Source: an optimization exercise on an open RTL-to-GDS flow (aim: small area and a short achievable clock period). Production flows keep margins and buffers that such runs may drop.
Only simulation tests tie the RTL to the original design; equivalence was not proved.
Power is estimated from default activity; no workload was simulated.

File: flow/config.mk
export PLATFORM = sky130hd
export DESIGN_NAME = exmem_stage_task3
export DESIGN_NICKNAME = exmem_stage_task3
export VERILOG_FILES = /design/flow/design.v
export SDC_FILE = /design/flow/constraint.sdc
export NUM_CORES = 4
export LEC_CHECK = 0
export ABC_AREA = 1
export CAP_MARGIN = 10
export CORE_MARGIN = 2
export CORE_UTILIZATION = 45
export CTS_BUF_LIST = sky130_fd_sc_hd__clkbuf_8
export SETUP_SLACK_MARGIN = 4
export SLEW_MARGIN = 10
File: flow/constraint.sdc
create_clock -name core_clock -period 10.0 [get_ports {clk}]
set_input_delay 2.0000 -clock core_clock [delete_from_list [all_inputs] [get_ports {clk}]]
set_output_delay 2.0000 -clock core_clock [all_outputs]
set_load 0.01 [all_outputs]
File: flow/design.v
`default_nettype none
module exmem_stage_task3 #(
    parameter int XLEN = 64,
    parameter int RW   = 5
) (
    input  logic            clk,
    input  logic            reset,
    input  logic [XLEN-1:0] a,
    input  logic [XLEN-1:0] readdata1,
    input  logic [XLEN-1:0] readdata2,
    input  logic [XLEN-1:0] imm_data,
    input  logic [RW-1:0]   rs1,
    input  logic [RW-1:0]   rs2,
    input  logic [RW-1:0]   rd,
    input  logic [3:0]      funct4,
    input  logic            Branch,
    input  logic            Memread,
    input  logic            Memtoreg,
    input  logic            Memwrite,
    input  logic            Regwrite,
    input  logic            Alusrc,
    input  logic [1:0]      aluop,
    input  logic            hold,
    input  logic            flush,
    input  logic [RW-1:0]   memwb_rd,
    input  logic            memwb_regwrite,
    input  logic [XLEN-1:0] memwb_wdata,
    output logic [XLEN-1:0] branch_target,
    output logic [XLEN-1:0] alu_result,
    output logic [XLEN-1:0] write_data,
    output logic            zero,
    output logic [RW-1:0]   rd_out,
    output logic            Branch_o,
    output logic            Memread_o,
    output logic            Memtoreg_o,
    output logic            Memwrite_o,
    output logic            Regwrite_o,
    output logic            pc_src
);
    localparam int SHW = $clog2(XLEN);
    logic [XLEN-1:0] bt_q;
    logic [XLEN-1:0] alu_q;
    logic [XLEN-1:0] wd_q;
    logic            vld_q;    
    logic [RW-1:0]   rd_q;
    logic            br_q, mr_q, mtr_q, mw_q, rw_q;
    logic            pcs_q;    
    logic ex_a, ex_b, wb_a, wb_b;
    logic [XLEN-1:0] fa, fb, ob;
    always_comb begin
        ex_a = rw_q && (rd_q != '0) && (rd_q == rs1);
        ex_b = rw_q && (rd_q != '0) && (rd_q == rs2);
        wb_a = memwb_regwrite && (memwb_rd != '0) && (memwb_rd == rs1);
        wb_b = memwb_regwrite && (memwb_rd != '0) && (memwb_rd == rs2);
        fa = ex_a ? alu_q : (wb_a ? memwb_wdata : readdata1);
        fb = ex_b ? alu_q : (wb_b ? memwb_wdata : readdata2);
        ob = Alusrc ? imm_data : fb;
    end
    logic op_sub, op_and, op_or, op_xor, op_sl, op_sr, op_sra, op_add;
    always_comb begin
        op_sub = 1'b0; op_and = 1'b0; op_or = 1'b0; op_xor = 1'b0;
        op_sl  = 1'b0; op_sr  = 1'b0; op_sra = 1'b0;
        if (aluop == 2'b01) op_sub = 1'b1;
        else if (aluop == 2'b10) begin
            case (funct4)
                4'b1000: op_sub = 1'b1;
                4'b0111: op_and = 1'b1;
                4'b0110: op_or  = 1'b1;
                4'b0100: op_xor = 1'b1;
                4'b0001: op_sl  = 1'b1;
                4'b0101: op_sr  = 1'b1;
                4'b1101: begin op_sr = 1'b1; op_sra = 1'b1; end
                default: ;
            endcase
        end
        op_add = !(op_and | op_or | op_xor | op_sl | op_sr);
    end
    localparam int LG = $clog2(XLEN);
    logic [XLEN-1:0] obx, p, g, sum;
    logic [XLEN-1:0] pg_g [0:LG];
    logic [XLEN-1:0] pg_p [0:LG];
    always_comb begin
        obx = ob ^ {XLEN{op_sub}};
        p   = fa ^ obx;
        g   = fa & obx;
        pg_g[0]    = g;
        pg_p[0]    = p;
        pg_g[0][0] = g[0] | (p[0] & op_sub);    
        for (int l = 0; l < LG; l++)
            for (int i = 0; i < XLEN; i++)
                if ((i >> l) & 1) begin
                    pg_g[l+1][i] = pg_g[l][i] | (pg_p[l][i] & pg_g[l][((i >> l) << l) - 1]);
                    pg_p[l+1][i] = pg_p[l][i] & pg_p[l][((i >> l) << l) - 1];
                end else begin
                    pg_g[l+1][i] = pg_g[l][i];
                    pg_p[l+1][i] = pg_p[l][i];
                end
        sum = p ^ {pg_g[LG][XLEN-2:0], op_sub};
    end
    logic [XLEN-1:0] sh_in, sh_out;
    logic [SHW-1:0]  shamt;
    logic            fill;
    always_comb begin
        shamt = ob[SHW-1:0];
        for (int i = 0; i < XLEN; i++) sh_in[i] = op_sl ? fa[XLEN-1-i] : fa[i];
        fill   = op_sra & fa[XLEN-1];
        sh_out = XLEN'($signed({fill, sh_in}) >>> shamt);
    end
    logic [XLEN-1:0] res, res_nadd;
    always_comb begin
        for (int i = 0; i < XLEN; i++)
            res_nadd[i] = (op_and & g[i])
                        | (op_or  & (p[i] | g[i]))
                        | (op_xor & p[i])
                        | (op_sr  & sh_out[i])
                        | (op_sl  & sh_out[XLEN-1-i]);
        res      = op_add ? sum : res_nadd;
    end
    logic eq, ult, slt, taken;
    always_comb begin
        eq  = (fa == fb);
        ult = (fa < fb);
        slt = ult ^ fa[XLEN-1] ^ fb[XLEN-1];
        case (funct4[2:0])
            3'b000:  taken = eq;
            3'b001:  taken = !eq;
            3'b100:  taken = slt;
            3'b101:  taken = !slt;
            3'b110:  taken = ult;
            3'b111:  taken = !ult;
            default: taken = 1'b0;
        endcase
    end
    localparam int BN = XLEN - 1;
    localparam int BL = $clog2(BN);
    logic [BN-1:0] bx, by, bp, bc;
    logic [BN-1:0] bk_g [0:2*BL];
    logic [BN-1:0] bk_p [0:2*BL];
    logic [XLEN-1:0] bt_sum;
    always_comb begin
        bx = a[XLEN-1:1];
        by = imm_data[XLEN-2:0];
        bp = bx ^ by;
        bk_g[0] = bx & by;
        bk_p[0] = bp;
        for (int l = 0; l < BL; l++)
            for (int i = 0; i < BN; i++)
                if (((i + 1) % (1 << (l + 1))) == 0) begin
                    bk_g[l+1][i] = bk_g[l][i] | (bk_p[l][i] & bk_g[l][i - (1 << l)]);
                    bk_p[l+1][i] = bk_p[l][i] & bk_p[l][i - (1 << l)];
                end else begin
                    bk_g[l+1][i] = bk_g[l][i];
                    bk_p[l+1][i] = bk_p[l][i];
                end
        for (int k = 0; k < BL; k++)
            for (int i = 0; i < BN; i++)
                if ((BL - 2 - k >= 0) && (((i + 1) % (1 << (BL - 1 - k))) == (1 << (BL - 2 - k)))
                        && (i >= (1 << (BL - 1 - k)))) begin
                    bk_g[BL+k+1][i] = bk_g[BL+k][i] | (bk_p[BL+k][i] & bk_g[BL+k][i - (1 << (BL - 2 - k))]);
                    bk_p[BL+k+1][i] = bk_p[BL+k][i] & bk_p[BL+k][i - (1 << (BL - 2 - k))];
                end else begin
                    bk_g[BL+k+1][i] = bk_g[BL+k][i];
                    bk_p[BL+k+1][i] = bk_p[BL+k][i];
                end
        bc = {bk_g[2*BL][BN-2:0], 1'b0};
        bt_sum = {bp ^ bc, a[0]};
    end
    logic load;
    assign load = flush | !hold;
    always_ff @(posedge clk or posedge reset) begin
        if (reset) begin
            bt_q   <= '0;
            alu_q  <= '0;
            wd_q   <= '0;
            vld_q  <= 1'b0;
            rd_q   <= '0;
        end else if (load) begin
            bt_q   <= bt_sum;
            alu_q  <= res;
            wd_q   <= fb;
            vld_q  <= 1'b1;
            rd_q   <= rd;
        end
    end
    always_ff @(posedge clk or posedge reset) begin
        if (reset) begin
            br_q  <= 1'b0;
            mr_q  <= 1'b0;
            mtr_q <= 1'b0;
            mw_q  <= 1'b0;
            rw_q  <= 1'b0;
            pcs_q <= 1'b0;
        end else if (flush) begin
            br_q  <= 1'b0;
            mr_q  <= 1'b0;
            mtr_q <= 1'b0;
            mw_q  <= 1'b0;
            rw_q  <= 1'b0;
            pcs_q <= 1'b0;
        end else if (!hold) begin
            br_q  <= Branch;
            mr_q  <= Memread;
            mtr_q <= Memtoreg;
            mw_q  <= Memwrite;
            rw_q  <= Regwrite;
            pcs_q <= Branch & taken;
        end
    end
    assign branch_target = bt_q;
    assign alu_result    = alu_q;
    assign write_data    = wd_q;
    assign zero          = vld_q & (alu_q == '0);
    assign rd_out        = rd_q;
    assign Branch_o      = br_q;
    assign Memread_o     = mr_q;
    assign Memtoreg_o    = mtr_q;
    assign Memwrite_o    = mw_q;
    assign Regwrite_o    = rw_q;
    assign pc_src        = pcs_q;
endmodule
`default_nettype wire
File: flow/flow/run.sh
#!/bin/bash
set -euo pipefail
export BUFFER_PORTS_ARGS="-buffer_cell sky130_fd_sc_hd__buf_1"
bash standard.sh finish > standard_make.log 2>&1
File: flow/standard.sh
#!/bin/bash
# synth_recipe.tcl (not shown) runs the flow's synth.tcl, then flattens the netlist and writes it again
# the make line also repeats each setting of config.mk as NAME=value (left out here)
make -C /OpenROAD-flow-scripts/flow DESIGN_CONFIG=/design/flow/config.mk WORK_HOME=/design/flow/orfs CLKGATE_MAP_FILE= SYNTH_SCRIPT=/design/flow/synth_recipe.tcl "${@:-finish}"
==> metrics.csv, run 1 <==
stage,metric,value,unit
status,status,no timing/DRC/antenna violations,
logic_synthesis,Main synth FF type,dfrtp_1,
power,pwr/cell area,138.3,nW/µm²
job,MaxCap Viol Count,0,
logic_synthesis,Synth Register Bits,204,
sta,final slew viol count,0,
sta,unrepaired setup endpoints after global routing,true,
sta,relative slew slack,23.31,%
logic_synthesis,register area share after synthesis,18.32,%
logic_synthesis,Yosys cell types,56,
clock_network,Max Buffers Root-to-Sink,3,
routing,"antenna viol nets, final",0,
sta,Tmin final,5972,ps
routing,drt pass-1 iters,7,
clock_network,Num CTS Buffers,45,
floorplanning,chip width,252.9,µm
clock_network,CTS tree,yes,
logic_synthesis,Post-Syn Instances,4492,
floorplanning,die area,63940,µm²
floorplanning,CORE AREA,61480,µm²
floorplanning,Die H,252.9,µm
clock_network,clock latency (worst-skew pair),680,ps
worst_setup_path,Worst Setup Path Type,register to output pin,
finish,Fill cells,6602,
placed_design,Buffers on Ports,560,
routing,Post-route DRC,0,
finish,layout cells sized above 1,6.799,%
routing,WL/cell,26.26,µm
worst_setup_path,CP Launch Type,register,
logic_synthesis,Synth Net Count,5139,
sta,ratio of final minimum period to clock period,59.72,%
global_routing,GRT overflow,0,
finish,fin nets,5605,
finish,Util after Layout,53.14,%
sta,worst-margin pin slew,1138,ps
sta,worst setup margin,4028,ps
logic_synthesis,mapped cell area,27870,µm²
logic_synthesis,Synth Area per Inst,6.204,µm²
power,worst vdd ir,143.6,µV
clock_network,Clock Sinks,204,
clock_network,hold-fix buffers at CTS,0,
finish,"leading cell types in the layout, fill and taps excluded","1220 x nand2_1, 1060 x nand3_1, 555 x buf_1",
finish,Layout area overhead,17.23,%
logic_synthesis,Synth Area in Adders,14.02,%
clock_network,H-tree depth,2,
clock_network,clock transition at the registers of the reported paths,60,ps
global_routing,first-pass GRT wire length,214.8,mm
sta,Hold WS,473.9,ps
logic_synthesis,main combinational cell family by area after synthesis,simple AND/OR/NAND/NOR gates,
logic_synthesis,post-synthesis compound-gate area fraction,12.45,%
routing,DR vias/cell,6.067,
global_routing,initial antenna violation count,8,
sta,Final Setup Violations,0,
routing,Detailed Route Iter0 Violations,4733,
power,total power,4.517,mW
sta,worst clock skew,50.81,ps
global_routing,vias in the first global route,32678,
logic_synthesis,XOR/XNOR share of the synthesized area,4.211,%
routing,vias,35077,
worst_setup_path,crit path DAT,3970,ps
worst_setup_path,crit end category,output pin,
routing,Final Routed Wirelength,151.8,mm
clock_network,clk root buf,clkbuf_8,
power,Leakage,15.96,nW
logic_synthesis,Simple-Gate Fraction of Synth Area,40.93,%
worst_setup_path,crit path max fanout,5,
placed_design,post-place setup slack,2027,ps
placed_design,GPL Wtd Cong,1.055,
logic_synthesis,post-synthesis mux area share,0.2514,%
floorplanning,Starting Density,45.33,%
placed_design,post-DP HPWL,112.2,mm
global_routing,largest net degree at the start of global routing,147,
floorplanning,num ports,561,
logic_synthesis,"EDFF count, synth",0,
worst_hold_path,worst min-delay path category,register to register,
logic_synthesis,Syn. warnings,5,
sta,setup_tns,0,ps
finish,"commonest non-fill, non-tap cell in the layout",nand2_1,
global_routing,Total Routing Usage GR,45.41,%
sta,f_max,167.4,MHz
sta,final hold vios,0,
logic_synthesis,ys async rst share,100.0,%
worst_setup_path,WP data required,8000,ps
floorplanning,row count,91,
-- per-layer routing --
| layer | routed length, µm | vias to the layer above | GRT usage, % |
|---|---|---|---|
| li1 | - | 16109 | - |
| met1 | 56710 | 16189 | 54.75 |
| met2 | 65340 | 2208 | 70.21 |
| met3 | 15880 | 563 | 10.57 |
| met4 | 13860 | 8 | 34.56 |
| met5 | 53 | - | 0 |
-- state kept, by name, summed over array words and instances (netlist names) --
register	flops
mw_q	1
mr_q	1
bt_q	64
rw_q	1
mtr_q	1
vld_q	1
rd_q	5
pcs_q	1
alu_q	64
wd_q	64
br_q	1
-- worst max-delay path: stages, from the launching register on --
cell and delay [ps]:
dfrtp_1 520, nor4_1 940, nand4_1 420, nor4_2 760, nand4_1 160, nor2_1 290, buf_1 190
-- logic make-up (layout without fill, tap and decap cells) --
logic type | count (synthesis) | in the layout
and+or+nand+nor | 2587 | 2590
buffers and inverters | 658 | 1149
AOI/OAI and AO/OA | 612 | 612
adders and majority gates | 290 | 290
DFF | 204 | 204
xor gates and xnor gates | 134 | 134
muxes | 7 | 7
other | 0 | 6
-- report_power, final --
group	internal [mW]	total, mW	switching [mW]
logic	0.713	2.24	1.52
clock network	0.564	1.04	0.474
registers	0.994	1.24	0.248
total	2.27	4.52	2.25
-- per-stage QoR --
step / std cells / cell area (µm²)
2_1_floorplan: 4492 / 27880
3_3_place_gp: 5622 / 30210
3_5_place_dp: 5622 / 30210
4_1_cts: 5725 / 31820
5_1_grt: 5779 / 32660
6_report: 5782 / 32670
-- final timing paths --
kind	startpoint	endpoint	slack [ps]	depth (start not counted)
max	alu_q[14]$_DFFE_PP0P_	zero	4030	6
min	vld_q$_DFFE_PP0P_	vld_q$_DFFE_PP0P_	470	1
max reg2reg	rd_q[1]$_DFFE_PP0P_	alu_q[37]$_DFFE_PP0P_	4880	33
min reg2reg	vld_q$_DFFE_PP0P_	vld_q$_DFFE_PP0P_	470	1
max in group asynchronous	reset	alu_q[40]$_DFFE_PP0P_	6820	4
min in group asynchronous	reset	bt_q[61]$_DFFE_PP0P_	1540	3
-- area by class of cell --
cell class / instances / area [µm²] / area share [%]
Antenna cell: 6 / 15.01 / 0.04596
Sequential cell: 204 / 5105 / 15.63
Clock inverter: 21 / 180.2 / 0.5515
Tap cell: 790 / 988.4 / 3.026
Timing Repair Buffer: 683 / 3492 / 10.69
Multi-Input combinational cell: 3633 / 20640 / 63.18
Inverter: 391 / 1504 / 4.603
Clock buffer: 54 / 743.2 / 2.275
-- Yosys cell counts (all sizes together), types with 2 or more instances --
| library cell | instances | area (µm²) |
|---|---|---|
| nand2 | 1237 | 4656 |
| nand3 | 1065 | 5355 |
| inv | 388 | 1459 |
| o21ai | 329 | 1710 |
| ha | 253 | 3166 |
| dfrtp | 204 | 5105 |
| nor2 | 163 | 624.4 |
| a21oi | 157 | 797.0 |
| buf | 144 | 807.0 |
| clkbuf | 123 | 461.7 |
| xor2 | 93 | 814.5 |
| nand4 | 66 | 419.2 |
| xnor2 | 41 | 359.1 |
| fa | 37 | 740.7 |
| o22ai | 30 | 187.7 |
| a221oi | 27 | 236.5 |
| nor3 | 20 | 110.1 |
| nor4 | 15 | 100.1 |
| a211oi | 14 | 105.1 |
| or2 | 13 | 81.33 |
| o211ai | 11 | 87.58 |
| o21bai | 8 | 60.06 |
| a31oi | 7 | 43.79 |
| mux2i | 7 | 70.07 |
| a21o | 6 | 45.04 |
| nand3b | 6 | 45.04 |
| a22o | 4 | 35.03 |
| o2111ai | 4 | 35.03 |
| a31o | 3 | 26.28 |
| clkinv | 3 | 11.26 |
| o21a | 3 | 22.52 |
| o221ai | 3 | 26.28 |
| a21boi | 2 | 15.01 |
| o31ai | 2 | 15.01 |
-- repair_timing --
action                     CTS  global route
setup endpoints to repair   54            44
pin swaps                   13            24
resized for setup           74           113
buffers inserted            20            48
cloned                       8             3
==> run 2, diff against run 1 <==
--- a/flow/config.mk
+++ b/flow/config.mk
@@ -6,9 +6,8 @@
 export NUM_CORES = 4
 export LEC_CHECK = 0
 export ABC_AREA = 1
-export CAP_MARGIN = 10
+export CAP_MARGIN = 20
 export CORE_MARGIN = 2
 export CORE_UTILIZATION = 45
-export CTS_BUF_LIST = sky130_fd_sc_hd__clkbuf_8
-export SETUP_SLACK_MARGIN = 4
-export SLEW_MARGIN = 10
+export SETUP_SLACK_MARGIN = 4.5
+export SLEW_MARGIN = 20
==> metrics.csv, run 2 <==
stage,metric,value,unit
floorplanning,CORE AREA,61480,µm²
clock_network,CTS tree,yes,
status,status,no timing/DRC/antenna violations,
logic_synthesis,Syn. warnings,5,
finish,fin nets,5707,
floorplanning,num ports,561,
logic_synthesis,Yosys cell types,56,
finish,layout cells sized above 1,12.81,%
worst_setup_path,WP data required,10510,ps
finish,Layout area overhead,27.05,%
logic_synthesis,Main synth FF type,dfrtp_1,
floorplanning,Die H,252.9,µm
logic_synthesis,Synth Net Count,5139,
worst_setup_path,Worst Setup Path Type,input port to register,
worst_setup_path,crit path max fanout,20,
logic_synthesis,"EDFF count, synth",0,
logic_synthesis,most frequent cell after synthesis,nand2_1,
sta,final slew viol count,0,
routing,vias,35985,
sta,Tmin final,5735,ps
power,pwr/cell area,138.3,nW/µm²
placed_design,post-DP HPWL,109.4,mm
routing,"antenna viol nets, final",0,
sta,Hold WS,476.6,ps
power,worst vdd ir,154.0,µV
sta,unrepaired setup endpoints after global routing,true,
sta,Final Setup Violations,0,
global_routing,met1 usage,57.58,%
clock_network,Max Buffers Root-to-Sink,3,
sta,final hold vios,0,
global_routing,Total Routing Usage GR,46.27,%
routing,Detailed Route Iter0 Violations,4940,
global_routing,vias in the first global route,32466,
placed_design,GPL Wtd Cong,1.036,
placed_design,Buffers on Ports,560,
sta,worst-margin pin slew,1258,ps
clock_network,clk root buf,clkbuf_16,
global_routing,initial antenna violation count,9,
worst_setup_path,crit path DAT,6250,ps
logic_synthesis,Yosys top cell area share,19.09,%
routing,DR vias/cell,6.123,
logic_synthesis,ys async rst share,100.0,%
routing,WL/cell,26.60,µm
routing,Final Routed Wirelength,156.4,mm
routing,drt pass-1 iters,8,
clock_network,H-tree depth,1,
power,Leakage,16.99,nW
logic_synthesis,register area share after synthesis,18.32,%
global_routing,first-pass GRT wire length,217.8,mm
logic_synthesis,Synth Register Bits,204,
global_routing,largest net degree at the start of global routing,198,
clock_network,hold-fix buffers at CTS,0,
logic_synthesis,Synth area leader,nand3_1,
global_routing,Top Usage Layer GRT,met2,
sta,f_max,174.4,MHz
global_routing,met2 global-route usage,68.49,%
sta,setup_tns,0,ps
job,MaxCap Viol Count,0,
logic_synthesis,Synth area leaders,"nand3_1 19%, dfrtp_1 18%, nand2_1 17%, ha_1 11%, o21ai_0 5.2%",
floorplanning,chip width,252.9,µm
logic_synthesis,most instantiated cells after synthesis,"1232 x nand2_1, 1063 x nand3_1, 377 x inv_1",
finish,biggest regs,"alu_q (64), bt_q (64), wd_q (64)",
finish,"leading cell types in the layout, fill and taps excluded","1183 x nand2_1, 1020 x nand3_1, 546 x buf_1",
floorplanning,die area,63940,µm²
sta,relative slew slack,15.74,%
logic_synthesis,mapped cell area,27870,µm²
worst_setup_path,crit end category,register,
clock_network,Num CTS Buffers,29,
worst_hold_path,worst min-delay path category,register to register,
global_routing,GRT overflow,0,
sta,ratio of final minimum period to clock period,57.35,%
floorplanning,row count,91,
logic_synthesis,Synth Area per Inst,6.204,µm²
sta,worst clock skew,27.05,ps
clock_network,Clock Sinks,204,
finish,"commonest non-fill, non-tap cell in the layout",nand2_1,
clock_network,clock latency (worst-skew pair),650,ps
global_routing,GR Util met3,10.81,%
logic_synthesis,Post-Syn Instances,4492,
worst_setup_path,Worst path slowest cell,a211oi_4,
routing,Post-route DRC,0,
worst_setup_path,delay of the slowest critical-path stage,320,ps
clock_network,clock transition at the registers of the reported paths,60,ps
floorplanning,Starting Density,45.33,%
worst_setup_path,CP Launch Type,input port,
[run 2: critical path, delay by kind of cell]
kind                     cells  cell delay, ps
AO/OA/AOI/OAI                8            1190
XOR/XNOR                     2             470
buffers and inverters        7            1010
AND/OR/NAND/NOR             14            1310
adder cells (fa/ha/maj)      1             210
[run 2: cell families after synthesis]
| family | Yosys count | share of synthesized area [%] |
|---|---|---|
| multiplexers | 7 | 0.2514 |
| buffers and inverters | 658 | 9.828 |
| adder cells (fa/ha/maj) | 290 | 14.02 |
| XOR/XNOR | 134 | 4.211 |
| AND/OR/NAND/NOR | 2587 | 40.93 |
| flip-flops | 204 | 18.32 |
| AO/OA/AOI/OAI | 612 | 12.45 |
[run 2: worst paths after layout]
| check | startpoint | to | slack (ps) | cells after the start |
|---|---|---|---|---|
| worst max-delay path | rs2[4] | alu_q[56]$_DFFE_PP0P_ | 4260 | 32 |
| worst min-delay path | vld_q$_DFFE_PP0P_ | vld_q$_DFFE_PP0P_ | 480 | 1 |
| worst max register to register | rd_q[4]$_DFFE_PP0P_ | alu_q[56]$_DFFE_PP0P_ | 4940 | 32 |
| worst min register to register | vld_q$_DFFE_PP0P_ | vld_q$_DFFE_PP0P_ | 480 | 1 |
| max in group asynchronous | reset | alu_q[27]$_DFFE_PP0P_ | 7300 | 3 |
| min in group asynchronous | reset | wd_q[58]$_DFFE_PP0P_ | 1340 | 2 |
[run 2: final cells by class]
class	count	area [µm²]
Antenna cell	5	12.51
Clock buffer	33	770.7
Clock inverter	20	261.5
Fill cell	6299	26080
Inverter	391	1515
Multi-Input combinational cell	3639	21930
Sequential cell	204	5105
Tap cell	790	988.4
Timing Repair Buffer	794	4808
Timing Repair inverter	1	16.27
[run 2: metal layers]
metal,share of wire (%),up-vias
li1,-,16326
met1,36,16628
met2,41,2429
met3,13,594
met4,9.8,8
met5,0.034,-
[run 2: per-stage QoR]
| step | instance area, µm² | setup WS [ps] | utilization [%] | power [mW] | cells |
|---|---|---|---|---|---|
| 2_1_floorplan | 28270 | 4191 | - | 2.492 | 4492 |
| 3_3_place_gp | 30510 | 2527 | 49.63 | 3.267 | 5622 |
| 3_5_place_dp | 30510 | 2463 | 49.63 | 3.273 | 5622 |
| 4_1_cts | 33630 | 4417 | 54.69 | 4.615 | 5802 |
| 5_1_grt | 35400 | 4097 | 57.58 | 5.138 | 5875 |
| 6_report | 35410 | 4265 | 57.59 | 4.897 | 5877 |
[run 2: power breakdown]
group          internal, mW  total, mW  switching (mW)
combinational         0.853       2.46            1.61
clock                 0.684       1.18           0.497
sequential            0.993       1.25           0.262
total                  2.53       4.90            2.37
[run 2: timing repair]
item                                    4_1_cts  5_1_grt
gates cloned                                 21        6
setup buffers                               106       64
endpoints found under the setup margin       71       74
endpoints found under the hold margin         0        0
pin swaps                                    28      108
gates resized for setup                     192      272
==> run 3, diff against run 2 <==
--- a/flow/design.v
+++ b/flow/design.v
@@ -41,7 +41,7 @@
     logic [XLEN-1:0] bt_q;
     logic [XLEN-1:0] alu_q;
     logic [XLEN-1:0] wd_q;
-    logic            vld_q;    
+    logic            zero_q;
     logic [RW-1:0]   rd_q;
     logic            br_q, mr_q, mtr_q, mw_q, rw_q;
     logic            pcs_q;    
@@ -97,6 +97,12 @@
                 end
         sum = p ^ {pg_g[LG][XLEN-2:0], op_sub};
     end
+    logic zsum;
+    always_comb begin
+        zsum = (p[0] == op_sub);
+        for (int i = 1; i < XLEN; i++)
+            zsum = zsum & (p[i] == (p[i-1] | g[i-1]));
+    end
     logic [XLEN-1:0] sh_in, sh_out;
     logic [SHW-1:0]  shamt;
     logic            fill;
@@ -107,6 +113,7 @@
         sh_out = XLEN'($signed({fill, sh_in}) >>> shamt);
     end
     logic [XLEN-1:0] res, res_nadd;
+    logic            res_zero;
     always_comb begin
         for (int i = 0; i < XLEN; i++)
             res_nadd[i] = (op_and & g[i])
@@ -115,6 +122,7 @@
                         | (op_sr  & sh_out[i])
                         | (op_sl  & sh_out[XLEN-1-i]);
         res      = op_add ? sum : res_nadd;
+        res_zero = op_add ? zsum : (res_nadd == '0);
     end
     logic eq, ult, slt, taken;
     always_comb begin
@@ -172,13 +180,13 @@
             bt_q   <= '0;
             alu_q  <= '0;
             wd_q   <= '0;
-            vld_q  <= 1'b0;
+            zero_q <= 1'b0;
             rd_q   <= '0;
         end else if (load) begin
             bt_q   <= bt_sum;
             alu_q  <= res;
             wd_q   <= fb;
-            vld_q  <= 1'b1;
+            zero_q <= res_zero;
             rd_q   <= rd;
         end
     end
@@ -209,7 +217,7 @@
     assign branch_target = bt_q;
     assign alu_result    = alu_q;
     assign write_data    = wd_q;
-    assign zero          = vld_q & (alu_q == '0);
+    assign zero          = zero_q;
     assign rd_out        = rd_q;
     assign Branch_o      = br_q;
     assign Memread_o     = mr_q;
--- a/flow/config.mk
+++ b/flow/config.mk
@@ -5,9 +5,8 @@
 export SDC_FILE = /design/flow/constraint.sdc
 export NUM_CORES = 4
 export LEC_CHECK = 0
-export ABC_AREA = 1
 export CAP_MARGIN = 20
 export CORE_MARGIN = 2
-export CORE_UTILIZATION = 45
-export SETUP_SLACK_MARGIN = 4.5
+export CORE_UTILIZATION = 50
+export SETUP_SLACK_MARGIN = 3
 export SLEW_MARGIN = 20
==> metrics.csv, run 3 <==
stage,metric,value,unit
status,status,no timing/DRC/antenna violations,
global_routing,vias in the first global route,34449,
finish,"commonest non-fill, non-tap cell in the layout",buf_1,
global_routing,Total Routing Usage GR,55.67,%
worst_setup_path,reg2reg start,rd_q[1]$_DFFE_PP0P_,
logic_synthesis,Synth Register Bits,204,
logic_synthesis,"EDFF count, synth",0,
global_routing,met1 usage,69.10,%
logic_synthesis,Main synth FF type,dfrtp_1,
sta,unrepaired setup endpoints after global routing,true,
routing,drt pass-1 iters,12,
worst_setup_path,cells on worst reg2reg path,16,
sta,worst-margin pin slew,1244,ps
routing,Final Routed Wirelength,175.7,mm
logic_synthesis,Syn. warnings,5,
worst_setup_path,Worst Setup Path Type,input port to register,
global_routing,GR Util met3,26.35,%
sta,final hold vios,0,
placed_design,Buffers on Ports,560,
floorplanning,CORE AREA,57590,µm²
global_routing,initial antenna violation count,18,
sta,f_max,137.4,MHz
logic_synthesis,Yosys cell types,96,
routing,vias,37968,
finish,biggest regs,"alu_q (64), bt_q (64), wd_q (64)",
finish,fin nets,5148,
sta,relative slew slack,16.44,%
floorplanning,Die H,245.3,µm
global_routing,Top Usage Layer GRT,met2,
worst_setup_path,crit path from,memwb_rd[1],
global_routing,first-pass GRT wire length,243.2,mm
clock_network,clock transition at the registers of the reported paths,60,ps
routing,Post-route DRC,0,
floorplanning,row count,88,
logic_synthesis,register area share after synthesis,17.53,%
worst_setup_path,crit path DAT,7750,ps
global_routing,largest net degree at the start of global routing,141,
logic_synthesis,Synth area leader,dfrtp_1,
job,MaxCap Viol Count,0,
clock_network,clock latency (worst-skew pair),630,ps
worst_setup_path,WP data required,10470,ps
finish,"leading cell types in the layout, fill and taps excluded","550 x buf_1, 415 x nand2_1, 400 x nor2_1",
floorplanning,die area,60180,µm²
sta,Tmin final,7278,ps
routing,WL/cell,33.14,µm
logic_synthesis,most instantiated cells after synthesis,"417 x nand2_1, 409 x nor2_1, 349 x a21oi_1",
placed_design,GPL Wtd Cong,1.204,
floorplanning,num ports,561,
logic_synthesis,Synth Area per Inst,7.268,µm²
clock_network,H-tree depth,1,
worst_setup_path,reg2reg end,zero_q$_DFFE_PP0P_,
logic_synthesis,Yosys top cell area share,17.53,%
finish,Util after Layout,60.58,%
clock_network,Clock Sinks,204,
routing,"antenna viol nets, final",0,
finish,Layout area overhead,19.82,%
logic_synthesis,Post-Syn Instances,4006,
clock_network,Num CTS Buffers,29,
worst_setup_path,crit end category,register,
sta,setup_tns,0,ps
finish,layout cells sized above 1,10.28,%
logic_synthesis,Synth area leaders,"dfrtp_1 18%, ha_1 11%, a21oi_1 6.0%, nand2_1 5.4%, nor2_1 5.3%",
power,worst vdd ir,144.6,µV
placed_design,post-DP HPWL,135.5,mm
worst_setup_path,CP Launch Type,input port,
worst_setup_path,crit path max fanout,5,
worst_setup_path,"setup slack, reg-to-reg",3280,ps
floorplanning,Starting Density,50.56,%
sta,Final Setup Violations,0,
floorplanning,chip width,245.3,µm
routing,DR vias/cell,7.161,
routing,Detailed Route Iter0 Violations,6737,
sta,final slew viol count,0,
clock_network,Max Buffers Root-to-Sink,3,
clock_network,clk root buf,clkbuf_16,
global_routing,GRT overflow,0,
logic_synthesis,most frequent cell after synthesis,nand2_1,
power,Leakage,14.25,nW
global_routing,met2 global-route usage,75.52,%
logic_synthesis,mapped cell area,29120,µm²
clock_network,CTS tree,yes,
sta,worst clock skew,19.77,ps
worst_hold_path,worst min-delay path category,register to register,
clock_network,hold-fix buffers at CTS,0,
logic_synthesis,ys async rst share,100.0,%
worst_setup_path,Critical path destination,alu_q[61]$_DFFE_PP0P_,
sta,ratio of final minimum period to clock period,72.78,%
power,pwr/cell area,150.4,nW/µm²
logic_synthesis,Synth Net Count,4653,
[run 3: metal layers]
layer	wire length, µm	part of all wire, %
met4	15150	8.6
met3	30450	17
met1	62130	35
met2	67730	39
met5	236	0.13
[run 3: how the worst min path moves through the flow]
stage,startpoint,end,slack [ps],depth (start not counted)
after global placement,bt_q[39]$_DFFE_PP0P_,bt_q[39]$_DFFE_PP0P_,450,2
after global routing,bt_q[41]$_DFFE_PP0P_,bt_q[41]$_DFFE_PP0P_,490,2
after floorplan,bt_q[0]$_DFFE_PP0P_,bt_q[0]$_DFFE_PP0P_,510,2
after CTS,bt_q[33]$_DFFE_PP0P_,bt_q[33]$_DFFE_PP0P_,470,2
after detailed placement,bt_q[13]$_DFFE_PP0P_,bt_q[13]$_DFFE_PP0P_,450,2
final,bt_q[57]$_DFFE_PP0P_,bt_q[57]$_DFFE_PP0P_,470,2
[run 3: what timing repair did]
item | 4_1_cts | 5_1_grt
endpoints found under the hold margin | 0 | 0
setup endpoints to repair | 44 | 31
resized for setup | 94 | 98
pin swaps | 42 | 40
cloned | 4 | 3
setup buffers | 46 | 38
[run 3: cell type report]
type,instances,area [µm²]
diodes,13,32.53
flip-flops and latches,204,5105
repair buffers,757,3859
well taps,765,957.2
clock inverters,15,188.9
inverters,182,686.9
clock buffers,39,823.3
fillers,5472,22700
multi-input cells,3327,23230
[run 3: critical path, stage by stage]
cell and delay (ps):
buf_8 110, or4_4 600, o211ai_4 320, buf_6 150, o21ai_4 70, a311oi_4 320, or2_4 230, xnor2_4 90
fa_2 420, a21o_1 190, a21o_4 240, a2111oi_4 380, o311ai_4 150, a31oi_2 240, o21a_2 200, a311o_1 310
o311a_4 250, o41ai_4 70, buf_6 150, a2111oi_4 430, o31ai_4 150, a21o_1 220, o31ai_2 200, xor2_1 170
o31ai_1 80
[run 3: cell families after synthesis]
| logic type | after synthesis | synth area share, % |
|---|---|---|
| AND/OR/NAND/NOR | 1276 | 19.77 |
| AO/OA/AOI/OAI | 1395 | 30.96 |
| buffers and inverters | 479 | 6.373 |
| flip-flops | 204 | 17.53 |
| XOR/XNOR | 233 | 7.009 |
| adder cells (fa/ha/maj) | 290 | 13.42 |
| multiplexers | 129 | 4.933 |
[run 3: power by group]
| part | total, mW | leakage (nW) | switching (mW) | internal (mW) |
|---|---|---|---|---|
| Combinational | 2.77 | 11.3 | 1.85 | 0.922 |
| Clock | 1.14 | 0.483 | 0.483 | 0.658 |
| Sequential | 1.33 | 2.42 | 0.335 | 0.998 |
[run 3: metrics by stage]
step                power [mW]  hold slack, ps  instance area (µm²)  cells  setup slack (ps)
floorplan                2.657           507.0                29520   4006              2298
global placement         3.750           449.2                32280   5143              1022
detailed placement       3.758           453.8                32280   5143             952.3
CTS                      4.969           466.4                34090   5247              2872
global route             5.363           487.4                34870   5294              2521
finish                   5.248           467.3                34890   5302              2722
==> run 4, diff against run 3 <==
--- a/flow/config.mk
+++ b/flow/config.mk
@@ -8,5 +8,5 @@
 export CAP_MARGIN = 20
 export CORE_MARGIN = 2
 export CORE_UTILIZATION = 50
-export SETUP_SLACK_MARGIN = 3
+export SETUP_SLACK_MARGIN = 4
 export SLEW_MARGIN = 20
==> metrics.csv, run 4 <==
stage,metric,value,unit
worst_setup_path,reg2reg end,alu_q[63]$_DFFE_PP0P_,
sta,unrepaired setup endpoints after global routing,true,
floorplanning,num ports,561,
logic_synthesis,most frequent cell after synthesis,nand2_1,
power,cell-internal power,2.706,mW
logic_synthesis,XOR/XNOR share of the synthesized area,7.009,%
logic_synthesis,most instantiated cells after synthesis,"417 x nand2_1, 409 x nor2_1, 349 x a21oi_1",
logic_synthesis,Syn. warnings,5,
power,Comb power frac,54.1,%
clock_network,hold-fix buffers at CTS,0,
power,total power,5.445,mW
floorplanning,CORE AREA,57590,µm²
worst_setup_path,WP data required,10560,ps
logic_synthesis,"EDFF count, synth",0,
routing,Detailed Route Iter0 Violations,6900,
clock_network,clk root buf,clkbuf_16,
finish,"commonest non-fill, non-tap cell in the layout",buf_1,
sta,f_max,135.0,MHz
logic_synthesis,post-synthesis compound-gate area fraction,30.96,%
worst_hold_path,Worst Hold Path EP,bt_q[3]$_DFFE_PP0P_,
power,share of total power in the clock network,21.4,%
logic_synthesis,Synth area leader,dfrtp_1,
worst_setup_path,crit path from,rs2[4],
worst_hold_path,worst hold path startpoint,bt_q[3]$_DFFE_PP0P_,
clock_network,clock transition at the registers of the reported paths,60,ps
power,Leakage,14.81,nW
logic_synthesis,Synth Area per Inst,7.268,µm²
job,MaxCap Viol Count,0,
worst_hold_path,worst hold stages,2,
worst_setup_path,reg2reg start,rd_q[2]$_DFFE_PP0P_,
placed_design,Buffers on Ports,560,
sta,ratio of final minimum period to clock period,74.10,%
floorplanning,Starting Density,50.56,%
floorplanning,die area,60180,µm²
power,Switch Pwr,2.739,mW
logic_synthesis,Synth Register Bits,204,
logic_synthesis,Synth area leaders,"dfrtp_1 18%, ha_1 11%, a21oi_1 6.0%, nand2_1 5.4%, nor2_1 5.3%",
worst_setup_path,"setup slack, reg-to-reg",3440,ps
power,pwr/cell area,149.8,nW/µm²
finish,Layout area overhead,24.80,%
sta,setup_tns,0,ps
logic_synthesis,Post-Syn Instances,4006,
finish,Non-Filler Instances,5346,
placed_design,GPL Wtd Cong,1.199,
global_routing,largest net degree at the start of global routing,143,
floorplanning,row count,88,
worst_setup_path,cells on worst reg2reg path,25,
sta,relative slew slack,23.75,%
routing,Post-route DRC,0,
finish,biggest regs,"alu_q (64), bt_q (64), wd_q (64)",
logic_synthesis,Yosys top cell area share,17.53,%
worst_hold_path,worst min-delay path category,register to register,
logic_synthesis,Synth Area in Adders,13.42,%
finish,"leading cell types in the layout, fill and taps excluded","541 x buf_1, 407 x nand2_1, 389 x nor2_1",
global_routing,vias in the first global route,34530,
clock_network,Clock Sinks,204,
sta,worst clock skew,42.59,ps
routing,DR vias/cell,7.253,
power,sequential share of power,24.4,%
placed_design,post-DP HPWL,137.5,mm
routing,drt pass-1 iters,11,
finish,layout cells sized above 1,15.12,%
status,status,no timing/DRC/antenna violations,
logic_synthesis,mapped cell area,29120,µm²
power,worst vdd ir,163.1,µV
floorplanning,Die H,245.3,µm
sta,final hold vios,0,
global_routing,GRT overflow,0,
logic_synthesis,Synth Net Count,4653,
finish,Fill cells,5135,
sta,worst-margin pin slew,1138,ps
clock_network,Num CTS Buffers,27,
sta,final slew viol count,0,
logic_synthesis,Simple-Gate Fraction of Synth Area,19.77,%
worst_setup_path,crit path max fanout,9,
worst_setup_path,crit path DAT,7970,ps
logic_synthesis,register area share after synthesis,17.53,%
clock_network,H-tree depth,1,
routing,WL/cell,33.95,µm
routing,Final Routed Wirelength,181.5,mm
sta,Final Setup Violations,0,
worst_setup_path,crit end category,register,
logic_synthesis,Main synth FF type,dfrtp_1,
sta,Hold WS,465.2,ps
routing,vias,38777,
finish,fin nets,5198,
placed_design,dpl cells,5142,
worst_setup_path,CP Launch Type,input port,
clock_network,Max Buffers Root-to-Sink,3,
global_routing,initial antenna violation count,16,
clock_network,clock latency (worst-skew pair),640,ps
logic_synthesis,Yosys cell types,96,
global_routing,Total Routing Usage GR,56.66,%
logic_synthesis,post-synthesis mux area share,4.933,%
power,sw frac,50.30,%
clock_network,CTS tree,yes,
routing,"antenna viol nets, final",0,
floorplanning,chip width,245.3,µm
logic_synthesis,ys async rst share,100.0,%
sta,Tmin final,7410,ps
logic_synthesis,main combinational cell family by area after synthesis,compound AO/OA/AOI/OAI gates,
worst_setup_path,Worst Setup Path Type,input port to register,
global_routing,first-pass GRT wire length,246.6,mm
[run 4: changes by cell type in the layout (fill, tap and decap cells not counted), sizes merged]
cell      previous run  this run
buf                751       799
inv                183       182
clkinv               5         4
clkbuf              45        44
or4b                 2         4
bufinv               3         7
diode               13        10
clkinvlp             6         3
nor2               411       410
[run 4: final cells by class]
| class | instances | area [µm²] | share of cell area, % |
|---|---|---|---|
| Multi-Input combinational cell | 3328 | 24150 | 66.46 |
| Inverter | 182 | 690.7 | 1.901 |
| Antenna cell | 10 | 25.02 | 0.06887 |
| Tap cell | 765 | 957.2 | 2.634 |
| Clock buffer | 35 | 745.7 | 2.052 |
| Clock inverter | 14 | 274.0 | 0.7541 |
| Timing Repair Buffer | 808 | 4389 | 12.08 |
| Sequential cell | 204 | 5105 | 14.05 |
[run 4: power groups by stage]
stage          sequential (mW)  combinational (mW)  clock, mW
2_1_floorplan             1.23                1.43          0
3_3_place_gp              1.29                2.47          0
3_5_place_dp              1.29                2.48          0
4_1_cts                   1.28                2.60       1.16
5_1_grt                   1.32                3.03       1.19
6_report                  1.33                2.95       1.17
[run 4: cell families after synthesis]
family / after synthesis
buf+inv: 479
compound gates: 1395
mux: 129
xor+xnor: 233
simple gates: 1276
fa+ha+maj: 290
flops: 204
[run 4: worst max-delay path, cell delays in order]
cell and delay, ps:
buf_1 180, xnor2_2 330, o211ai_4 220, or2_2 470
a31oi_2 300, inv_1 190, o21ai_4 270, xnor2_1 130
ha_1 380, a21o_1 250, a2111oi_4 430, o311ai_4 160
a31oi_2 250, o21a_2 200, a311o_1 340, o311a_4 280
o41ai_4 70, buf_6 150, a2111oi_4 440, o31ai_4 150
a21oi_2 220, a21oi_2 100, a311o_1 320, a21oi_1 120
[run 4: routing by layer]
layer | routed length [µm] | part of all wire (%) | track usage (%)
met5 | 306 | 0.17 | 2.288
met4 | 18460 | 10 | 40.12
met3 | 31960 | 18 | 27.34
met2 | 69240 | 38 | 78.64
met1 | 61510 | 34 | 67.78
[run 4: worst max-delay path by stage]
stage	end	slack, ps
6_report	alu_q[63]$_DFFE_PP0P_	2590
5_1_grt	alu_q[61]$_DFFE_PP0P_	2410
2_1_floorplan	alu_q[61]$_DFFE_PP0P_	2310
3_5_place_dp	alu_q[61]$_DFFE_PP0P_	1060
4_1_cts	alu_q[61]$_DFFE_PP0P_	2930
3_3_place_gp	alu_q[61]$_DFFE_PP0P_	1120
[run 4: what timing repair did]
item | CTS | global route
cloned | 7 | 2
setup endpoints to repair | 71 | 68
gates resized for setup | 213 | 217
pin swaps | 70 | 94
setup buffers | 75 | 61
[run 4: through the flow]
| stage | setup WS, ps | utilization, % | instance area, µm² |
|---|---|---|---|
| final | 2590 | 63.10 | 36340 |
| after CTS | 2932 | 60.47 | 34820 |
| after floorplan | 2311 | - | 29570 |
| after detailed placement | 1065 | 56.08 | 32290 |
| after global placement | 1118 | 56.08 | 32290 |
| after global routing | 2410 | 63.07 | 36320 |
==> run 5, diff against run 4 <==
--- a/flow/config.mk
+++ b/flow/config.mk
@@ -5,8 +5,10 @@
 export SDC_FILE = /design/flow/constraint.sdc
 export NUM_CORES = 4
 export LEC_CHECK = 0
+export ABC_AREA = 1
 export CAP_MARGIN = 20
 export CORE_MARGIN = 2
-export CORE_UTILIZATION = 50
+export CORE_UTILIZATION = 45
+export CTS_BUF_LIST = sky130_fd_sc_hd__clkbuf_8
 export SETUP_SLACK_MARGIN = 4
 export SLEW_MARGIN = 20
==> metrics.csv, run 5 <==
stage,metric,value,unit
logic_synthesis,Synth Register Bits,204,
routing,vias,39677,
power,pwr/cell area,134.2,nW/µm²
finish,layout cells sized above 1,10.45,%
worst_hold_path,worst hold stages,2,
logic_synthesis,Main synth FF type,dfrtp_1,
worst_setup_path,reg2reg end,zero_q$_DFFE_PP0P_,
logic_synthesis,register area share after synthesis,17.24,%
routing,Detailed Route Iter0 Violations,6288,
worst_setup_path,WP data required,10580,ps
worst_setup_path,Worst path slowest cell,o21ai_0,
worst_setup_path,CP top delay family,compound AO/OA/AOI/OAI gates,
logic_synthesis,mapped cell area,29610,µm²
power,Leakage,17.89,nW
finish,biggest regs,"alu_q (64), bt_q (64), wd_q (64)",
sta,final slew viol count,0,
routing,drt pass-1 iters,9,
worst_setup_path,cells on worst reg2reg path,20,
routing,WL/cell,28.17,µm
logic_synthesis,Post-Syn Instances,4879,
clock_network,Num CTS Buffers,44,
sta,Tmin final,6132,ps
logic_synthesis,"EDFF count, synth",0,
worst_setup_path,cell chain of the critical path,"buf_2, xor2_1, a21oi_2, nand3_4, buf_12, buf_12, bufbuf_16, o21ai_0, nand2_1, o21ai_0, xor2_1, ha_1, xor2_1, nand4_1, nor4_4, nand2_1, o31ai_2, inv_1, a21oi_2",
power,worst vdd ir,113.3,µV
sta,setup_tns,0,ps
sta,ratio of final minimum period to clock period,61.32,%
finish,"leading cell types in the layout, fill and taps excluded","1395 x nand2_1, 1022 x nand3_1, 550 x buf_1",
floorplanning,die area,67860,µm²
sta,final hold vios,0,
routing,Final Routed Wirelength,177.5,mm
logic_synthesis,Synth area leaders,"nand2_1 18%, nand3_1 18%, dfrtp_1 17%, ha_1 11%, o21ai_0 5.9%",
finish,Fill cells,6985,
logic_synthesis,Synth Net Count,5526,
finish,fin nets,6046,
placed_design,Buffers on Ports,560,
worst_setup_path,delay of the slowest critical-path stage,540,ps
worst_setup_path,crit end category,register,
placed_design,post-place setup slack,2227,ps
sta,Final Setup Violations,0,
floorplanning,Die H,260.5,µm
sta,worst-margin pin slew,987.2,ps
clock_network,Clock Sinks,204,
global_routing,largest net degree at the start of global routing,92,
clock_network,clock latency (worst-skew pair),680,ps
finish,Layout area overhead,22.20,%
floorplanning,Starting Density,45.27,%
clock_network,clock transition at the registers of the reported paths,70,ps
logic_synthesis,Synth Area per Inst,6.068,µm²
worst_hold_path,worst min-delay path category,register to register,
finish,sequential cell area,5105,µm²
routing,DR vias/cell,6.296,
status,status,no timing/DRC/antenna violations,
placed_design,post-DP HPWL,135.9,mm
worst_setup_path,crit path DAT,6710,ps
clock_network,clk root buf,clkbuf_8,
sta,unrepaired setup endpoints after global routing,true,
worst_setup_path,reg2reg start,rd_q[4]$_DFFE_PP0P_,
worst_setup_path,crit path max fanout,35,
worst_hold_path,worst hold path startpoint,br_q$_DFFE_PP0P_,
sta,worst clock skew,35.01,ps
logic_synthesis,Yosys cell types,54,
finish,Multi-input gate area,23180,µm²
clock_network,CTS tree,yes,
worst_hold_path,Worst Hold Path EP,br_q$_DFFE_PP0P_,
global_routing,Total Routing Usage GR,49.26,%
floorplanning,chip width,260.5,µm
worst_setup_path,"setup slack, reg-to-reg",4710,ps
worst_setup_path,Worst Setup Path Type,input port to register,
logic_synthesis,ys async rst share,100.0,%
finish,"commonest non-fill, non-tap cell in the layout",nand2_1,
sta,f_max,163.1,MHz
sta,relative slew slack,34.19,%
routing,Post-route DRC,0,
worst_setup_path,"most used cell, CP",xor2_1,
clock_network,H-tree depth,2,
job,MaxCap Viol Count,0,
logic_synthesis,most frequent cell after synthesis,nand2_1,
routing,"antenna viol nets, final",0,
clock_network,Max Buffers Root-to-Sink,3,
finish,Util after Layout,55.32,%
logic_synthesis,Synth area leader,nand2_1,
worst_setup_path,CP Buf/Inv Count,5,
global_routing,GRT overflow,0,
finish,post-route cell area,36180,µm²
placed_design,GPL Wtd Cong,1.093,
floorplanning,CORE AREA,65390,µm²
global_routing,initial antenna violation count,15,
sta,worst setup margin,3868,ps
logic_synthesis,Yosys top cell area share,18.03,%
placed_design,Placed Area,32290,µm²
logic_synthesis,most instantiated cells after synthesis,"1422 x nand2_1, 1038 x nand3_1, 434 x inv_1",
floorplanning,num ports,561,
global_routing,vias in the first global route,35212,
global_routing,first-pass GRT wire length,243.6,mm
worst_setup_path,CP Launch Type,input port,
logic_synthesis,Syn. warnings,5,
floorplanning,row count,94,
## run 5: changes by cell type in the layout (fill, tap and decap cells not counted), moves of 86 or more
| cell | previous run | this run |
|---|---|---|
| nand3_1 | 117 | 1022 |
| nand2_1 | 407 | 1395 |
| a31oi_1 | 99 | 4 |
| inv_1 | 180 | 423 |
| a21oi_1 | 260 | 145 |
| a211oi_1 | 90 | 4 |
| nor2_1 | 389 | 154 |
| mux2i_1 | 97 | 0 |
## run 5: per-stage QoR
| stage | cells | hold slack, ps | power, mW |
|---|---|---|---|
| 2_1_floorplan | 4879 | 508.5 | 2.536 |
| 3_3_place_gp | 6075 | 457.3 | 3.448 |
| 3_5_place_dp | 6075 | 459.3 | 3.456 |
| 4_1_cts | 6209 | 474.7 | 4.521 |
| 5_1_grt | 6300 | 495.5 | 5.050 |
| 6_report | 6302 | 475.9 | 4.857 |
## run 5: cell families (layout without fill, tap and decap cells)
kind of cell             Yosys count  after routing  share of synthesized area [%]
AND/OR/NAND/NOR                 2725           2731                          39.79
AO/OA/AOI/OAI                    744            744                          14.39
XOR/XNOR                         184            184                          5.443
other                              0              5                              0
adder cells (fa/ha/maj)          290            290                          13.19
buffers and inverters            732           1280                          9.936
flip-flops                       204            204                          17.24
## run 5: what timing repair did
action / CTS / global route
setup buffers: 45 / 79
gates resized for setup: 136 / 297
cloned: 9 / 9
hold buffers: 0 / 0
pin swaps: 19 / 79
setup endpoints to repair: 66 / 53
## run 5: metal layers
metal	vias to the layer above	track usage [%]	wire [µm]
met5	-	0	126
met4	18	26.60	12550
met3	601	16.28	25980
met2	3086	72.50	72460
met1	18517	63.52	66430
li1	17455	-	-
## run 5: layout make-up
class	count	area share (%)
multi-input cells	3949	64.07
flip-flops and latches	204	14.11
repair buffers	754	11.48
inverters	444	4.821
well taps	864	2.988
clock buffers	52	1.978
clock inverters	28	0.4773
repair inverters	2	0.04842
diodes	5	0.03458
## run 5: how the worst max path moves through the flow
stage,slack [ps],cells past startpoint,from,endpoint
6_report,3870,19,rs2[4],zero_q$_DFFE_PP0P_
5_1_grt,3730,29,memwb_rd[0],alu_q[60]$_DFFE_PP0P_
4_1_cts,3960,30,memwb_rd[1],alu_q[55]$_DFFE_PP0P_
3_5_place_dp,2230,27,rs2[2],alu_q[55]$_DFFE_PP0P_
3_3_place_gp,2290,30,rs2[2],alu_q[32]$_DFFE_PP0P_
2_1_floorplan,3680,35,memwb_rd[1],alu_q[32]$_DFFE_PP0P_
## run 5: where the power goes
| group | total [mW] | switching [mW] | internal [mW] | leakage [nW] |
|---|---|---|---|---|
| Clock | 0.988 | 0.485 | 0.503 | 0.515 |
| Sequential | 1.24 | 0.247 | 0.990 | 2.45 |
| Combinational | 2.63 | 1.78 | 0.849 | 14.9 |
## run 5: tightest hold or removal path: stages (launching register included)
cell and delay [ps]:
dfrtp_1 350, nand2_1 60, nand2_1 50
==> run 6, diff against run 5 <==
--- a/flow/design.v
+++ b/flow/design.v
@@ -41,7 +41,7 @@
     logic [XLEN-1:0] bt_q;
     logic [XLEN-1:0] alu_q;
     logic [XLEN-1:0] wd_q;
-    logic            zero_q;
+    logic            vld_q;    
     logic [RW-1:0]   rd_q;
     logic            br_q, mr_q, mtr_q, mw_q, rw_q;
     logic            pcs_q;    
@@ -77,8 +77,8 @@
     end
     localparam int LG = $clog2(XLEN);
     logic [XLEN-1:0] obx, p, g, sum;
-    logic [XLEN-1:0] pg_g [0:LG];
-    logic [XLEN-1:0] pg_p [0:LG];
+    logic [XLEN-1:0] pg_g [0:2*LG];
+    logic [XLEN-1:0] pg_p [0:2*LG];
     always_comb begin
         obx = ob ^ {XLEN{op_sub}};
         p   = fa ^ obx;
@@ -88,20 +88,24 @@
         pg_g[0][0] = g[0] | (p[0] & op_sub);    
         for (int l = 0; l < LG; l++)
             for (int i = 0; i < XLEN; i++)
-                if ((i >> l) & 1) begin
-                    pg_g[l+1][i] = pg_g[l][i] | (pg_p[l][i] & pg_g[l][((i >> l) << l) - 1]);
-                    pg_p[l+1][i] = pg_p[l][i] & pg_p[l][((i >> l) << l) - 1];
+                if (((i + 1) % (1 << (l + 1))) == 0) begin
+                    pg_g[l+1][i] = pg_g[l][i] | (pg_p[l][i] & pg_g[l][i - (1 << l)]);
+                    pg_p[l+1][i] = pg_p[l][i] & pg_p[l][i - (1 << l)];
                 end else begin
                     pg_g[l+1][i] = pg_g[l][i];
                     pg_p[l+1][i] = pg_p[l][i];
                 end
-        sum = p ^ {pg_g[LG][XLEN-2:0], op_sub};
-    end
-    logic zsum;
-    always_comb begin
-        zsum = (p[0] == op_sub);
-        for (int i = 1; i < XLEN; i++)
-            zsum = zsum & (p[i] == (p[i-1] | g[i-1]));
+        for (int k = 0; k < LG; k++)
+            for (int i = 0; i < XLEN; i++)
+                if ((LG - 2 - k >= 0) && (((i + 1) % (1 << (LG - 1 - k))) == (1 << (LG - 2 - k)))
+                        && (i >= (1 << (LG - 1 - k)))) begin
+                    pg_g[LG+k+1][i] = pg_g[LG+k][i] | (pg_p[LG+k][i] & pg_g[LG+k][i - (1 << (LG - 2 - k))]);
+                    pg_p[LG+k+1][i] = pg_p[LG+k][i] & pg_p[LG+k][i - (1 << (LG - 2 - k))];
+                end else begin
+                    pg_g[LG+k+1][i] = pg_g[LG+k][i];
+                    pg_p[LG+k+1][i] = pg_p[LG+k][i];
+                end
+        sum = p ^ {pg_g[2*LG][XLEN-2:0], op_sub};
     end
     logic [XLEN-1:0] sh_in, sh_out;
     logic [SHW-1:0]  shamt;
@@ -113,7 +117,6 @@
         sh_out = XLEN'($signed({fill, sh_in}) >>> shamt);
     end
     logic [XLEN-1:0] res, res_nadd;
-    logic            res_zero;
     always_comb begin
         for (int i = 0; i < XLEN; i++)
             res_nadd[i] = (op_and & g[i])
@@ -122,7 +125,6 @@
                         | (op_sr  & sh_out[i])
                         | (op_sl  & sh_out[XLEN-1-i]);
         res      = op_add ? sum : res_nadd;
-        res_zero = op_add ? zsum : (res_nadd == '0);
     end
     logic eq, ult, slt, taken;
     always_comb begin
@@ -180,13 +182,13 @@
             bt_q   <= '0;
             alu_q  <= '0;
             wd_q   <= '0;
-            zero_q <= 1'b0;
+            vld_q  <= 1'b0;
             rd_q   <= '0;
         end else if (load) begin
             bt_q   <= bt_sum;
             alu_q  <= res;
             wd_q   <= fb;
-            zero_q <= res_zero;
+            vld_q  <= 1'b1;
             rd_q   <= rd;
         end
     end
@@ -217,7 +219,7 @@
     assign branch_target = bt_q;
     assign alu_result    = alu_q;
     assign write_data    = wd_q;
-    assign zero          = zero_q;
+    assign zero          = vld_q & (alu_q == '0);
     assign rd_out        = rd_q;
     assign Branch_o      = br_q;
     assign Memread_o     = mr_q;
==> metrics.csv, run 6 <==
stage,metric,value,unit
floorplanning,num ports,561,
power,sequential share of power,27.8,%
sta,Tmin final,6174,ps
placed_design,Placed Area,30790,µm²
routing,Post-route DRC,0,
logic_synthesis,Synth Register Bits,204,
worst_setup_path,Worst Setup Path Type,input port to register,
sta,ratio of final minimum period to clock period,61.74,%
finish,Util after Layout,55.70,%
placed_design,Buffers on Ports,560,
power,Leakage,17.02,nW
power,Comb power frac,50.1,%
finish,Multi-input gate area,21770,µm²
power,worst vdd ir,84.13,µV
finish,"commonest non-fill, non-tap cell in the layout",nand2_1,
worst_setup_path,crit end category,register,
sta,worst setup margin,3826,ps
sta,final slew viol count,0,
sta,final hold vios,0,
global_routing,GRT overflow,0,
global_routing,first-pass GRT wire length,216.6,mm
routing,DR vias/cell,5.970,
clock_network,clock transition at the registers of the reported paths,60,ps
power,total power,4.675,mW
floorplanning,Starting Density,45.22,%
finish,layout cells sized above 1,12.22,%
power,share of total power in the clock network,22.1,%
logic_synthesis,most instantiated cells after synthesis,"1379 x nand2_1, 954 x nand3_1, 406 x inv_1",
global_routing,vias in the first global route,32746,
clock_network,H-tree depth,2,
finish,Fill cells,6554,
worst_setup_path,cells on worst reg2reg path,35,
sta,relative slew slack,22.54,%
sta,f_max,162.0,MHz
clock_network,Num CTS Buffers,44,
logic_synthesis,ys async rst share,100.0,%
worst_setup_path,"most used cell, CP",nand2_2,
status,status,no timing/DRC/antenna violations,
logic_synthesis,Synth area leader,nand2_1,
finish,sequential cell area,5105,µm²
clock_network,clock latency (worst-skew pair),680,ps
clock_network,clk root buf,clkbuf_8,
routing,"antenna viol nets, final",0,
logic_synthesis,Synth Net Count,5160,
worst_setup_path,CP Launch Type,input port,
logic_synthesis,Yosys top cell area share,18.24,%
finish,"leading cell types in the layout, fill and taps excluded","1344 x nand2_1, 938 x nand3_1, 547 x buf_1",
logic_synthesis,"EDFF count, synth",0,
logic_synthesis,mapped cell area,28370,µm²
placed_design,post-DP HPWL,110.9,mm
power,sw frac,49.54,%
job,MaxCap Viol Count,0,
worst_setup_path,crit path DAT,6740,ps
clock_network,Clock Sinks,204,
worst_setup_path,Worst path slowest cell,fa_2,
finish,post-route cell area,34940,µm²
worst_setup_path,WP data required,10560,ps
worst_setup_path,delay of the slowest critical-path stage,380,ps
worst_hold_path,worst min-delay path category,register to register,
floorplanning,CORE AREA,62740,µm²
logic_synthesis,Synth area leaders,"nand2_1 18%, dfrtp_1 18%, nand3_1 17%, ha_1 11%, o21ai_0 5.9%",
global_routing,Total Routing Usage GR,45.35,%
sta,worst-margin pin slew,1159,ps
global_routing,largest net degree at the start of global routing,85,
floorplanning,Die H,255.1,µm
worst_hold_path,worst hold stages,2,
sta,unrepaired setup endpoints after global routing,true,
power,pwr/cell area,133.8,nW/µm²
floorplanning,chip width,255.1,µm
routing,Final Routed Wirelength,155.2,mm
sta,setup_tns,0,ps
floorplanning,die area,65070,µm²
clock_network,CTS tree,yes,
power,cell-internal power,2.359,mW
worst_setup_path,crit path max fanout,7,
logic_synthesis,Yosys cell types,53,
placed_design,post-place setup slack,2093,ps
routing,WL/cell,26.14,µm
routing,drt pass-1 iters,8,
logic_synthesis,Main synth FF type,dfrtp_1,
finish,fin nets,5723,
finish,Layout area overhead,23.16,%
power,Switch Pwr,2.316,mW
sta,Final Setup Violations,0,
logic_synthesis,Post-Syn Instances,4487,
finish,biggest regs,"alu_q (64), bt_q (64), wd_q (64)",
placed_design,GPL Wtd Cong,1.011,
routing,Detailed Route Iter0 Violations,4097,
logic_synthesis,most frequent cell after synthesis,nand2_1,
floorplanning,row count,92,
global_routing,initial antenna violation count,14,
logic_synthesis,register area share after synthesis,17.99,%
routing,vias,35450,
logic_synthesis,Synth Area per Inst,6.323,µm²
sta,worst clock skew,29.97,ps
clock_network,Max Buffers Root-to-Sink,3,
logic_synthesis,Syn. warnings,5,
run 6: power by group through the flow:
stage	sequential (mW)	clock (mW)	combinational, mW
after floorplan	1.24	0	1.24
after global placement	1.28	0	1.99
after detailed placement	1.28	0	2.01
after CTS	1.27	1.03	2.13
after global routing	1.31	1.06	2.55
final	1.30	1.03	2.34
run 6: worst max-delay path, delay by kind of cell:
family / cells / cell delay [ps]
AO/OA/AOI/OAI: 10 / 1580
XOR/XNOR: 2 / 380
buffers and inverters: 8 / 910
adder cells (fa/ha/maj): 2 / 650
AND/OR/NAND/NOR: 14 / 1170
run 6: area by class of cell:
type | instances | share of cell area, %
clock buffer | 58 | 2.285
antenna | 11 | 0.07878
timing repair buffer | 779 | 12.62
multi-input combinational | 3595 | 62.31
sequential | 204 | 14.61
clock inverter | 19 | 0.3473
timing repair inverter | 1 | 0.02507
inverter | 425 | 4.698
tap | 846 | 3.029
run 6: metal layers:
metal  track usage [%]  vias to the layer above  wire length (µm)
met3             12.01                      595             16960
met2             70.44                     2229             66910
met4             35.10                        8             14220
met1             53.34                    16495             57050
met5                 0                        -                50
li1                  -                    16123                 -
run 6: repair_timing:
item                                    in CTS  in global routing
pin swaps                                   43                125
buffers inserted                            78                 77
cloned                                      14                  8
endpoints found under the setup margin      50                 43
resized for setup                          128                266
hold buffers                                 0                  0
run 6: final timing paths:
path / start / endpoint / slack, ps
min in group asynchronous: reset / bt_q[15]$_DFFE_PP0P_ / 1470
worst min-delay path: vld_q$_DFFE_PP0P_ / vld_q$_DFFE_PP0P_ / 470
worst min register to register: vld_q$_DFFE_PP0P_ / vld_q$_DFFE_PP0P_ / 470
worst max-delay path: rs2[1] / alu_q[59]$_DFFE_PP0P_ / 3830
max in group asynchronous: reset / alu_q[2]$_DFFE_PP0P_ / 6400
worst max register to register: rd_q[1]$_DFFE_PP0P_ / alu_q[59]$_DFFE_PP0P_ / 4720
run 6: kinds of logic (layout without fill, tap and decap cells):
kind of cell    count (synthesis)  count (layout)  synth area share (%)
simple gates                 2520            2530                 39.05
buf+inv                       698            1282                 10.63
compound gates                609             609                 12.40
fa+ha+maj                     316             316                 15.60
flops                         204             204                 17.99
xor+xnor                      139             139                 4.291
mux                             1               1               0.03528
other cells                     0              11                     0
run 6: metrics by stage:
stage | hold WS [ps] | std cells
after floorplan | 422.3 | 4487
after detailed placement | 446.4 | 5673
after global routing | 492.8 | 5932
after CTS | 462.0 | 5842
final | 469.3 | 5938
after global placement | 441.7 | 5673

[static timing again, ports no longer ideal]
In the flow no input, the clock included, has a driving cell. The finished layouts below were timed again as built, in two steps.
Step 1, drivers: a clkbuf_16 drives clk and a buf_2 each remaining input, both assumed.
Step 2 adds t to the input delays and takes it off the output delays; t is the mean of the earliest and latest rising clock arrival at the registers after step 1. Input paths then give back, and output paths get back, about the clock's delay inside the block.
Three values: ideal, step 1, step 2; two values: the first two.
run | t (ns) | setup slack, ns | slew at the worst register clock pin (ns) | cell pins on the clock port's net
run 1 | 0.717 | 4.028 / 3.965 / 3.456 | 0.07 / 0.07 | 1
run 2 | 0.699 | 4.265 / 4.293 / 3.594 | 0.08 / 0.08 | 1
run 3 | 0.694 | 2.722 / 2.749 / 2.055 | 0.07 / 0.07 | 1
run 4 | 0.684 | 2.590 / 2.634 / 1.950 | 0.08 / 0.08 | 1
run 5 | 0.725 | 3.868 / 3.889 / 3.164 | 0.07 / 0.07 | 1
run 6 | 0.728 | 3.826 / 3.865 / 3.137 | 0.08 / 0.08 | 1
After both steps every run listed still meets setup and hold. The setup slack of run 5, which loses most, moves by +0.021 ns with the drivers and by -0.704 ns with both steps.
